Background: an optimization exercise with open tools, aiming at small area and a short achievable clock period. Do not read the settings as production practice.
Only simulation tests tie the RTL to the original design; equivalence was not proved.
No driver is modelled on the clock port, so clocking that relies on it looks cheaper here than on a real chip.
Power is estimated from default activity; no workload was simulated.

==> trial 4 <==
Design ramio_top, start of the top module:
module ramio_top (
  input  logic                          clk,
  input  logic                          rst_n,
  input  logic                          enable,
  input  logic [2:0]                    read_type,
  input  logic [1:0]                    write_type,
  input  logic [ramio_pkg::addr_w-1:0]  address,
  input  logic [ramio_pkg::data_w-1:0]  data_in,
  output logic [ramio_pkg::data_w-1:0]  data_out,
  output logic                          data_out_ready,
  output logic                          uart_tx,
  input  logic                          uart_rx,
  output logic [3:0]                    led
);
==> module bus_decode, before the edit <==
module bus_decode (
  input  logic                          enable,
  input  logic [2:0]                    read_type,
  input  logic [1:0]                    write_type,
  input  logic [ramio_pkg::addr_w-1:0]  address,
  input  logic [ramio_pkg::data_w-1:0]  data_in,
  output logic [ramio_pkg::data_w-1:0]  data_out,
  output logic                          data_out_ready,
  output logic [3:0]                    lane_we,
  output logic                          io_word,
  output logic                          rd_hold,
  output logic [ramio_pkg::data_w-1:0]  ram_wdata,
  input  logic [ramio_pkg::data_w-1:0]  ram_rdata,
  input  logic [ramio_pkg::ram_idx_w-1:0] rd_idx,
  input  logic                          rd_valid,
  output logic                          uart_out_wr,
  output logic [7:0]                    uart_out_byte,
  output logic                          uart_in_rd,
  input  logic [7:0]                    tx_byte,
  input  logic                          tx_idle,
  input  logic [7:0]                    rx_byte,
  input  logic                          rx_empty
);
  logic       is_io;
  logic       nio;
  logic       rd_req;
  logic       wr_req;
  io_match u_match (
    .address, .rd_idx, .rd_valid, .io_word, .is_io, .nio, .data_out_ready
  );
  assign rd_req = read_type != ramio_pkg::rd_none;
  assign wr_req = write_type != ramio_pkg::wr_none;
  assign uart_out_wr   = enable && is_io && address[3:2] == 2'b10 && wr_req;
  assign uart_out_byte = data_in[7:0];
  assign uart_in_rd    = enable && is_io && address[3:2] == 2'b01 && rd_req;
  assign rd_hold = enable && !is_io && (rd_req || wr_req) && lane_we == 4'b0000;
  always_comb begin
    lane_we = '0;
    if (enable) begin
      case (write_type)
        ramio_pkg::wr_byte: lane_we[address[1:0]] = 1'b1;
        ramio_pkg::wr_half: if (!address[0]) lane_we[{address[1], 1'b0} +: 2] = 2'b11;
        ramio_pkg::wr_word: lane_we = 4'b1111;
        default: ;
      endcase
    end
  end
  always_comb begin
    case (write_type)
      ramio_pkg::wr_byte: ram_wdata = {4{data_in[7:0]}};
      ramio_pkg::wr_half: ram_wdata = {2{data_in[15:0]}};
      default:            ram_wdata = data_in;
    endcase
  end
  logic [3:0]  sel_lo;
  logic [1:0]  sel_mid;
  logic        sel_w;
  logic [3:0]  sel_sb;
  logic [3:0]  sel_su;
  logic [31:0] ram_value;
  logic [7:0]  io_low;
  logic        io_fill;
  rd_select u_sel (
    .read_type, .addr_lo(address[1:0]),
    .sel_lo, .sel_mid, .sel_w, .sel_sb, .sel_su
  );
  rd_lanes u_lanes (
    .rdata(ram_rdata), .sel_lo, .sel_mid, .sel_w, .sel_sb, .sel_su,
    .value(ram_value)
  );
  always_comb begin
    case (address[3:2])
      2'b01:   begin io_low = rx_byte | {8{rx_empty}}; io_fill = rx_empty; end
      2'b10:   begin io_low = tx_byte | {8{tx_idle}};  io_fill = tx_idle;  end
      default: begin io_low = '0;                      io_fill = 1'b0;     end
    endcase
  end
  rd_final u_final (
    .is_io, .io_low, .io_fill, .ram_value, .data_out
  );
endmodule
==> module rd_select, before the edit <==
module rd_select (
  input  logic [2:0] read_type,
  input  logic [1:0] addr_lo,
  output logic [3:0] sel_lo,
  output logic [1:0] sel_mid,
  output logic       sel_w,
  output logic [3:0] sel_sb,
  output logic [3:0] sel_su
);
  logic       sx;
  logic [3:0] rd_b;
  logic       rd_h0;
  logic       rd_h1;
  always_comb begin
    sx = read_type[ramio_pkg::rd_signed_bit];
    for (int l = 0; l < 4; l++) begin
      rd_b[l] = read_type[1:0] == 2'd1 && addr_lo == 2'(l);
    end
    rd_h0 = read_type[1:0] == 2'd2 && addr_lo == 2'd0;
    rd_h1 = read_type[1:0] == 2'd2 && addr_lo == 2'd2;
    sel_w = read_type[1:0] == 2'd3;
    sel_lo = {rd_b[3], rd_b[2] || rd_h1, rd_b[1], rd_b[0] || rd_h0 || sel_w};
    sel_mid = {rd_h1, rd_h0 || sel_w};
    sel_sb = rd_b & {4{sx}};
    sel_su = {rd_b[3] || rd_h1, rd_b[2], rd_b[1] || rd_h0, rd_b[0]} & {4{sx}};
  end
endmodule
==> module rd_lanes, before the edit <==
module rd_lanes (
  input  logic [31:0] rdata,
  input  logic [3:0]  sel_lo,
  input  logic [1:0]  sel_mid,
  input  logic        sel_w,
  input  logic [3:0]  sel_sb,
  input  logic [3:0]  sel_su,
  output logic [31:0] value
);
  logic [3:0] sgn;
  assign sgn = {rdata[31], rdata[23], rdata[15], rdata[7]};
  always_comb begin
    for (int i = 0; i < 8; i++) begin
      value[i] = (rdata[i] && sel_lo[0]) || (rdata[8+i] && sel_lo[1]) ||
                 (rdata[16+i] && sel_lo[2]) || (rdata[24+i] && sel_lo[3]);
      value[8+i] = (rdata[8+i] && sel_mid[0]) || (rdata[24+i] && sel_mid[1]) ||
                   |(sgn & sel_sb);
    end
    for (int i = 16; i < 32; i++) begin
      value[i] = (rdata[i] && sel_w) || |(sgn & sel_su);
    end
  end
endmodule
==> module rd_final, before the edit <==
module rd_final (
  input  logic        is_io,
  input  logic [7:0]  io_low,
  input  logic        io_fill,
  input  logic [31:0] ram_value,
  output logic [31:0] data_out
);
  assign data_out = is_io ? {{24{io_fill}}, io_low} : ram_value;
endmodule
==> module io_match, before the edit <==
module io_match (
  input  logic [ramio_pkg::addr_w-1:0]    address,
  input  logic [ramio_pkg::ram_idx_w-1:0] rd_idx,
  input  logic                            rd_valid,
  output logic                            io_word,
  output logic                            is_io,
  output logic                            nio,
  output logic                            data_out_ready
);
  logic [6:0] nib_n;
  logic       lo_zero;
  logic [3:0] part;
  logic [7:0] same;
  logic [2:0] diff;
  for (genvar k = 0; k < 7; k++) begin : g_nib
    gate_nand4 u_n (.a(address[4*k+4]), .b(address[4*k+5]), .c(address[4*k+6]),
                    .d(address[4*k+7]), .y(nib_n[k]));
  end
  gate_nor2 u_lz (.a(address[3]), .b(address[2]), .y(lo_zero));
  gate_nor2 u_p0 (.a(nib_n[0]), .b(nib_n[1]), .y(part[0]));
  gate_nor2 u_p1 (.a(nib_n[2]), .b(nib_n[3]), .y(part[1]));
  gate_nor3 u_p2 (.a(nib_n[4]), .b(nib_n[5]), .c(lo_zero), .y(part[2]));
  gate_nor3 u_p3 (.a(nib_n[6]), .b(address[1]), .c(address[0]), .y(part[3]));
  gate_nand4 u_nio (.a(part[0]), .b(part[1]), .c(part[2]), .d(part[3]), .y(nio));
  gate_inv u_io (.a(nio), .y(is_io));
  for (genvar i = 0; i < 8; i++) begin : g_same
    gate_xnor2 u_x (.a(rd_idx[i]), .b(address[i+2]), .y(same[i]));
  end
  gate_nand3 u_d0 (.a(same[0]), .b(same[1]), .c(same[2]), .y(diff[0]));
  gate_nand3 u_d1 (.a(same[3]), .b(same[4]), .c(same[5]), .y(diff[1]));
  gate_nand3 u_d2 (.a(same[6]), .b(same[7]), .c(rd_valid), .y(diff[2]));
  gate_o31ai u_rdy (.a1(diff[0]), .a2(diff[1]), .a3(diff[2]), .b1(nio), .y(data_out_ready));
  assign io_word = &address[31:4] && address[1:0] == 2'b00;
endmodule
==> module gate_nand4, before the edit <==
module gate_nand4 (input logic a, b, c, d, output logic y);
  assign y = !(a && b && c && d);
endmodule
==> module gate_nand3, before the edit <==
module gate_nand3 (input logic a, b, c, output logic y);
  assign y = !(a && b && c);
endmodule
==> module gate_nor2, before the edit <==
module gate_nor2 (input logic a, b, output logic y);
  assign y = !(a || b);
endmodule
==> module gate_nor3, before the edit <==
module gate_nor3 (input logic a, b, c, output logic y);
  assign y = !(a || b || c);
endmodule
==> module gate_xnor2, before the edit <==
module gate_xnor2 (input logic a, b, output logic y);
  assign y = a == b;
endmodule
==> module gate_inv, before the edit <==
module gate_inv (input logic a, output logic y);
  assign y = !a;
endmodule
==> module gate_o31ai, before the edit <==
module gate_o31ai (input logic a1, a2, a3, b1, output logic y);
  assign y = !((a1 || a2 || a3) && b1);
endmodule
==> flow/config.mk <==
export PLATFORM = sky130hd
export DESIGN_NAME = ramio_top
export DESIGN_NICKNAME = ramio_top
export VERILOG_FILES = /design/flow/design.v
export SDC_FILE = /design/flow/constraint.sdc
export NUM_CORES = 4
export LEC_CHECK = 0
export CAP_MARGIN = 20
export CORE_MARGIN = 2
export CORE_UTILIZATION = 45
export CTS_CLUSTER_DIAMETER = 80
export CTS_CLUSTER_SIZE = 20
export PLACE_DENSITY = 0.55
export SETUP_SLACK_MARGIN = 1.5
export SLEW_MARGIN = 20
export SYNTH_HIERARCHICAL = 1
export SYNTH_MEMORY_MAX_BITS = 16384
==> flow/constraint.sdc <==
create_clock -name core_clock -period 5.0 [get_ports {clk}]
set_input_delay 1.0000 -clock core_clock [delete_from_list [all_inputs] [get_ports {clk}]]
set_output_delay 1.0000 -clock core_clock [all_outputs]
set_load 0.01 [all_outputs]
standard.sh (not shown) runs the stock make flow with config.mk's settings and CLKGATE_MAP_FILE= SYNTH_SCRIPT=/design/flow/synth_recipe.tcl, a recipe that flattens the netlist after the stock synthesis.
==> flow/flow/run.sh <==
#!/bin/bash
set -uo pipefail
HOOK="$(pwd)/flow/fanout.tcl"
PINS="address[0] address[1] address[2] address[3] address[4] address[5] address[6] address[7] address[8] address[9] address[10] address[11] address[12] address[13] address[14] address[15] address[16] address[17] address[18] address[19] address[20] address[21] address[22] address[23] address[24] address[25] address[26] address[27] address[28] address[29] address[30] address[31] data_out[0] data_out[1] data_out[2] data_out[3] data_out[4] data_out[5] data_out[6] data_out[7] data_out[8] data_out[9] data_out[10] data_out[11] data_out[12] data_out[13] data_out[14] data_out[15] data_out[16] data_out[17] data_out[18] data_out[19] data_out[20] data_out[21] data_out[22] data_out[23] data_out[24] data_out[25] data_out[26] data_out[27] data_out[28] data_out[29] data_out[30] data_out[31] data_out_ready enable read_type[0] read_type[1] read_type[2]"
bash standard.sh MATCH_CELL_FOOTPRINT=0 \
  "BUFFER_PORTS_ARGS=-buffer_cell sky130_fd_sc_hd__buf_4" \
  "PLACE_PINS_ARGS=-group_pins {$PINS}" \
  "PRE_GLOBAL_PLACE_TCL=$HOOK" "PRE_RESIZE_TCL=$HOOK" \
  "PRE_CTS_TCL=$HOOK" "PRE_GLOBAL_ROUTE_TCL=$HOOK" \
  finish > flow_standard.log 2>&1
==> flow/flow/fanout.tcl <==
# Cap the fanout that buffering leaves on a net, so that no signal net is
# routed as one tree to well over a hundred pins.
set_max_fanout 48 [current_design]
==> trial 2: changes against trial 4 <==
--- a/flow/design.v
+++ b/flow/design.v
@@ -80,39 +80,24 @@
     endcase
   end
-  logic [3:0]  sel_lo;
-  logic [1:0]  sel_mid;
-  logic        sel_w;
-  logic [3:0]  sel_sb;
-  logic [3:0]  sel_su;
-  logic [31:0] ram_value;
-  logic [7:0]  io_low;
-  logic        io_fill;
+  logic [15:0] sel_ram;
+  logic [1:0]  sel_io;
+  logic [15:0] gsel_ram;
+  logic [1:0]  gsel_io;
   rd_select u_sel (
-    .read_type, .addr_lo(address[1:0]),
-    .sel_lo, .sel_mid, .sel_w, .sel_sb, .sel_su
+    .read_type, .addr(address[3:0]), .sel_ram, .sel_io
   );
-  rd_lanes u_lanes (
-    .rdata(ram_rdata), .sel_lo, .sel_mid, .sel_w, .sel_sb, .sel_su,
-    .value(ram_value)
+  sel_gate u_gate (
+    .nio, .is_io, .sel_ram, .sel_io, .gsel_ram, .gsel_io
   );
-  always_comb begin
-    case (address[3:2])
-      2'b01:   begin io_low = rx_byte | {8{rx_empty}}; io_fill = rx_empty; end
-      2'b10:   begin io_low = tx_byte | {8{tx_idle}};  io_fill = tx_idle;  end
-      default: begin io_low = '0;                      io_fill = 1'b0;     end
-    endcase
-  end
-  rd_final u_final (
-    .is_io, .io_low, .io_fill, .ram_value, .data_out
+  rd_out u_out (
+    .rdata(ram_rdata), .tx_byte, .tx_idle, .rx_byte, .rx_empty,
+    .gsel_ram, .gsel_io, .data_out
   );
 endmodule
 module rd_select (
-  input  logic [2:0] read_type,
-  input  logic [1:0] addr_lo,
-  output logic [3:0] sel_lo,
-  output logic [1:0] sel_mid,
-  output logic       sel_w,
-  output logic [3:0] sel_sb,
-  output logic [3:0] sel_su
+  input  logic [2:0]  read_type,
+  input  logic [3:0]  addr,
+  output logic [15:0] sel_ram,
+  output logic [1:0]  sel_io
 );
   logic       sx;
@@ -120,50 +105,63 @@
   logic       rd_h0;
   logic       rd_h1;
+  logic       rd_w;
   always_comb begin
     sx = read_type[ramio_pkg::rd_signed_bit];
     for (int l = 0; l < 4; l++) begin
-      rd_b[l] = read_type[1:0] == 2'd1 && addr_lo == 2'(l);
+      rd_b[l] = read_type[1:0] == 2'd1 && addr[1:0] == 2'(l);
     end
-    rd_h0 = read_type[1:0] == 2'd2 && addr_lo == 2'd0;
-    rd_h1 = read_type[1:0] == 2'd2 && addr_lo == 2'd2;
-    sel_w = read_type[1:0] == 2'd3;
-    sel_lo = {rd_b[3], rd_b[2] || rd_h1, rd_b[1], rd_b[0] || rd_h0 || sel_w};
-    sel_mid = {rd_h1, rd_h0 || sel_w};
-    sel_sb = rd_b & {4{sx}};
-    sel_su = {rd_b[3] || rd_h1, rd_b[2], rd_b[1] || rd_h0, rd_b[0]} & {4{sx}};
+    rd_h0 = read_type[1:0] == 2'd2 && addr[1:0] == 2'd0;
+    rd_h1 = read_type[1:0] == 2'd2 && addr[1:0] == 2'd2;
+    rd_w  = read_type[1:0] == 2'd3;
+    sel_ram[3:0]   = {rd_b[3], rd_b[2] || rd_h1, rd_b[1], rd_b[0] || rd_h0 || rd_w};
+    sel_ram[5:4]   = {rd_h1, rd_h0 || rd_w};
+    sel_ram[6]     = rd_w;
+    sel_ram[10:7]  = rd_b & {4{sx}};
+    sel_ram[14:11] = {rd_b[3] || rd_h1, rd_b[2], rd_b[1] || rd_h0, rd_b[0]} & {4{sx}};
+    sel_ram[15]    = 1'b0;
+    sel_io         = {addr[3:2] == 2'b01, addr[3:2] == 2'b10};
   end
 endmodule
-module rd_lanes (
+module sel_gate (
+  input  logic        nio,
+  input  logic        is_io,
+  input  logic [15:0] sel_ram,
+  input  logic [1:0]  sel_io,
+  output logic [15:0] gsel_ram,
+  output logic [1:0]  gsel_io
+);
+  assign gsel_ram = sel_ram & {16{nio}};
+  assign gsel_io  = sel_io & {2{is_io}};
+endmodule
+module rd_out (
   input  logic [31:0] rdata,
-  input  logic [3:0]  sel_lo,
-  input  logic [1:0]  sel_mid,
-  input  logic        sel_w,
-  input  logic [3:0]  sel_sb,
-  input  logic [3:0]  sel_su,
-  output logic [31:0] value
+  input  logic [7:0]  tx_byte,
+  input  logic        tx_idle,
+  input  logic [7:0]  rx_byte,
+  input  logic        rx_empty,
+  input  logic [15:0] gsel_ram,
+  input  logic [1:0]  gsel_io,
+  output logic [31:0] data_out
 );
   logic [3:0] sgn;
-  assign sgn = {rdata[31], rdata[23], rdata[15], rdata[7]};
+  logic       fill_mid;
+  logic       fill_hi;
+  logic       fill_io;
   always_comb begin
+    sgn      = {rdata[31], rdata[23], rdata[15], rdata[7]};
+    fill_io  = (tx_idle && gsel_io[0]) || (rx_empty && gsel_io[1]);
+    fill_mid = |(sgn & gsel_ram[10:7]) || fill_io;
+    fill_hi  = |(sgn & gsel_ram[14:11]) || fill_io;
     for (int i = 0; i < 8; i++) begin
-      value[i] = (rdata[i] && sel_lo[0]) || (rdata[8+i] && sel_lo[1]) ||
-                 (rdata[16+i] && sel_lo[2]) || (rdata[24+i] && sel_lo[3]);
-      value[8+i] = (rdata[8+i] && sel_mid[0]) || (rdata[24+i] && sel_mid[1]) ||
-                   |(sgn & sel_sb);
+      data_out[i] = (rdata[i] && gsel_ram[0]) || (rdata[8+i] && gsel_ram[1]) ||
+                    (rdata[16+i] && gsel_ram[2]) || (rdata[24+i] && gsel_ram[3]) ||
+                    (tx_byte[i] && gsel_io[0]) || (rx_byte[i] && gsel_io[1]) || fill_io;
+      data_out[8+i] = (rdata[8+i] && gsel_ram[4]) || (rdata[24+i] && gsel_ram[5]) || fill_mid;
     end
     for (int i = 16; i < 32; i++) begin
-      value[i] = (rdata[i] && sel_w) || |(sgn & sel_su);
+      data_out[i] = (rdata[i] && gsel_ram[6]) || fill_hi;
     end
   end
 endmodule
-module rd_final (
-  input  logic        is_io,
-  input  logic [7:0]  io_low,
-  input  logic        io_fill,
-  input  logic [31:0] ram_value,
-  output logic [31:0] data_out
-);
-  assign data_out = is_io ? {{24{io_fill}}, io_low} : ram_value;
-endmodule
 module io_match (
   input  logic [ramio_pkg::addr_w-1:0]    address,
==> trial 77: changes against trial 4 <==
--- a/flow/design.v
+++ b/flow/design.v
@@ -50,9 +50,8 @@
 );
   logic       is_io;
-  logic       nio;
   logic       rd_req;
   logic       wr_req;
   io_match u_match (
-    .address, .rd_idx, .rd_valid, .io_word, .is_io, .nio, .data_out_ready
+    .address, .rd_idx, .rd_valid, .io_word, .is_io, .data_out_ready
   );
   assign rd_req = read_type != ramio_pkg::rd_none;
@@ -172,52 +171,9 @@
   output logic                            io_word,
   output logic                            is_io,
-  output logic                            nio,
   output logic                            data_out_ready
 );
-  logic [6:0] nib_n;
-  logic       lo_zero;
-  logic [3:0] part;
-  logic [7:0] same;
-  logic [2:0] diff;
-  for (genvar k = 0; k < 7; k++) begin : g_nib
-    gate_nand4 u_n (.a(address[4*k+4]), .b(address[4*k+5]), .c(address[4*k+6]),
-                    .d(address[4*k+7]), .y(nib_n[k]));
-  end
-  gate_nor2 u_lz (.a(address[3]), .b(address[2]), .y(lo_zero));
-  gate_nor2 u_p0 (.a(nib_n[0]), .b(nib_n[1]), .y(part[0]));
-  gate_nor2 u_p1 (.a(nib_n[2]), .b(nib_n[3]), .y(part[1]));
-  gate_nor3 u_p2 (.a(nib_n[4]), .b(nib_n[5]), .c(lo_zero), .y(part[2]));
-  gate_nor3 u_p3 (.a(nib_n[6]), .b(address[1]), .c(address[0]), .y(part[3]));
-  gate_nand4 u_nio (.a(part[0]), .b(part[1]), .c(part[2]), .d(part[3]), .y(nio));
-  gate_inv u_io (.a(nio), .y(is_io));
-  for (genvar i = 0; i < 8; i++) begin : g_same
-    gate_xnor2 u_x (.a(rd_idx[i]), .b(address[i+2]), .y(same[i]));
-  end
-  gate_nand3 u_d0 (.a(same[0]), .b(same[1]), .c(same[2]), .y(diff[0]));
-  gate_nand3 u_d1 (.a(same[3]), .b(same[4]), .c(same[5]), .y(diff[1]));
-  gate_nand3 u_d2 (.a(same[6]), .b(same[7]), .c(rd_valid), .y(diff[2]));
-  gate_o31ai u_rdy (.a1(diff[0]), .a2(diff[1]), .a3(diff[2]), .b1(nio), .y(data_out_ready));
   assign io_word = &address[31:4] && address[1:0] == 2'b00;
-endmodule
-module gate_nand4 (input logic a, b, c, d, output logic y);
-  assign y = !(a && b && c && d);
-endmodule
-module gate_nand3 (input logic a, b, c, output logic y);
-  assign y = !(a && b && c);
-endmodule
-module gate_nor2 (input logic a, b, output logic y);
-  assign y = !(a || b);
-endmodule
-module gate_nor3 (input logic a, b, c, output logic y);
-  assign y = !(a || b || c);
-endmodule
-module gate_xnor2 (input logic a, b, output logic y);
-  assign y = a == b;
-endmodule
-module gate_inv (input logic a, output logic y);
-  assign y = !a;
-endmodule
-module gate_o31ai (input logic a1, a2, a3, b1, output logic y);
-  assign y = !((a1 || a2 || a3) && b1);
+  assign is_io   = io_word && address[3:2] != 2'b00;
+  assign data_out_ready = is_io || (rd_valid && rd_idx == address[ramio_pkg::ram_idx_w+1:2]);
 endmodule
 `timescale 1ns/100ps
==> flow/flow/run.sh (replaced) <==
#!/bin/bash
set -uo pipefail
PINS="address[0] address[1] address[2] address[3] address[4] address[5] address[6] address[7] address[8] address[9] address[10] address[11] address[12] address[13] address[14] address[15] address[16] address[17] address[18] address[19] address[20] address[21] address[22] address[23] address[24] address[25] address[26] address[27] address[28] address[29] address[30] address[31] data_out[0] data_out[1] data_out[2] data_out[3] data_out[4] data_out[5] data_out[6] data_out[7] data_out[8] data_out[9] data_out[10] data_out[11] data_out[12] data_out[13] data_out[14] data_out[15] data_out[16] data_out[17] data_out[18] data_out[19] data_out[20] data_out[21] data_out[22] data_out[23] data_out[24] data_out[25] data_out[26] data_out[27] data_out[28] data_out[29] data_out[30] data_out[31] data_out_ready enable read_type[0] read_type[1] read_type[2]"
bash standard.sh MATCH_CELL_FOOTPRINT=0 \
  "BUFFER_PORTS_ARGS=-buffer_cell sky130_fd_sc_hd__buf_4" \
  "PLACE_PINS_ARGS=-group_pins {$PINS}" \
  finish > flow_standard.log 2>&1
removed: flow/flow/fanout.tcl
==> summary.txt <==
Outcome
  • Status: complete, no violations

STA
  • Hold Slack: 0.113 ns

Power and ir drop
  • P_int: 98400 uW

Critical path
  • Critical path fanouts, max: 42
  • CP max stage delay: 0.51 ns
  • Crit Path Category: input port to register

Finish
  • Multi-input combinational cell count: 7768
  • Share of post-route cells with drive strength above 1: 16.7%

Detailed routing
  • Via count: 178000
The numbers above come from trial 4.

==> summary.txt <==
Outcome
  • Status: complete, no violations

Finish
  • Multi-input combinational cell count: 7756
  • Share of post-route cells with drive strength above 1: 14.1%

Power and ir drop
  • Max power group: registers
  • P_int: 97100 uW

Detailed routing
  • Routed Antenna Nets: 0
  • Via count: 174000

Critical path
  • Critical path fanouts, max: 5
  • CP max stage delay: 0.35 ns
The numbers above come from trial 77.

==> summary.txt <==
Detailed routing
  • Via count: 176000

Critical path
  • CP max stage delay: 0.65 ns
  • Crit Path Category: input port to register
  • Critical path fanouts, max: 20

STA
  • Hold Slack: 0.135 ns

Global routing
  • GRT met2 Usage: 41.9%

Outcome
  • Status: complete, no violations

Finish
  • Multi-input combinational cell count: 7755

Power and ir drop
  • Clk pwr share: 32.2%
The numbers above come from trial 2.

re-timing with driven ports:
Ports are ideal in the flow. The routed layouts listed here were re-timed in OpenROAD.
Step 1 assumes that a clkbuf_16 drives the clock port and a buf_2 every other input.
Step 2 moves the port delays by t, midway between the first and last clock arrival at a register: inputs arrive t later, outputs are due t later. That takes back most of the time a late clock gives input paths.
Slacks: ideal / step 1 / step 2; pairs: ideal / step 1.
run	t, ns	setup slack, ns	clock arrival spread, ns	cell pins on the clock port's net
trial 4	1.221	1.387 / 1.005 / -0.100	0.088 / 0.088	1
trial 2	1.208	1.196 / 0.940 / -0.200	0.101 / 0.101	1
trial 77	1.212	1.302 / 0.974 / -0.025	0.073 / 0.073	1
With both steps, setup timing fails in every run listed, where it was met with ideal ports. For trial 4, which loses most, drivers alone change the setup slack by -0.382 ns; drivers and shift together by -1.487 ns.
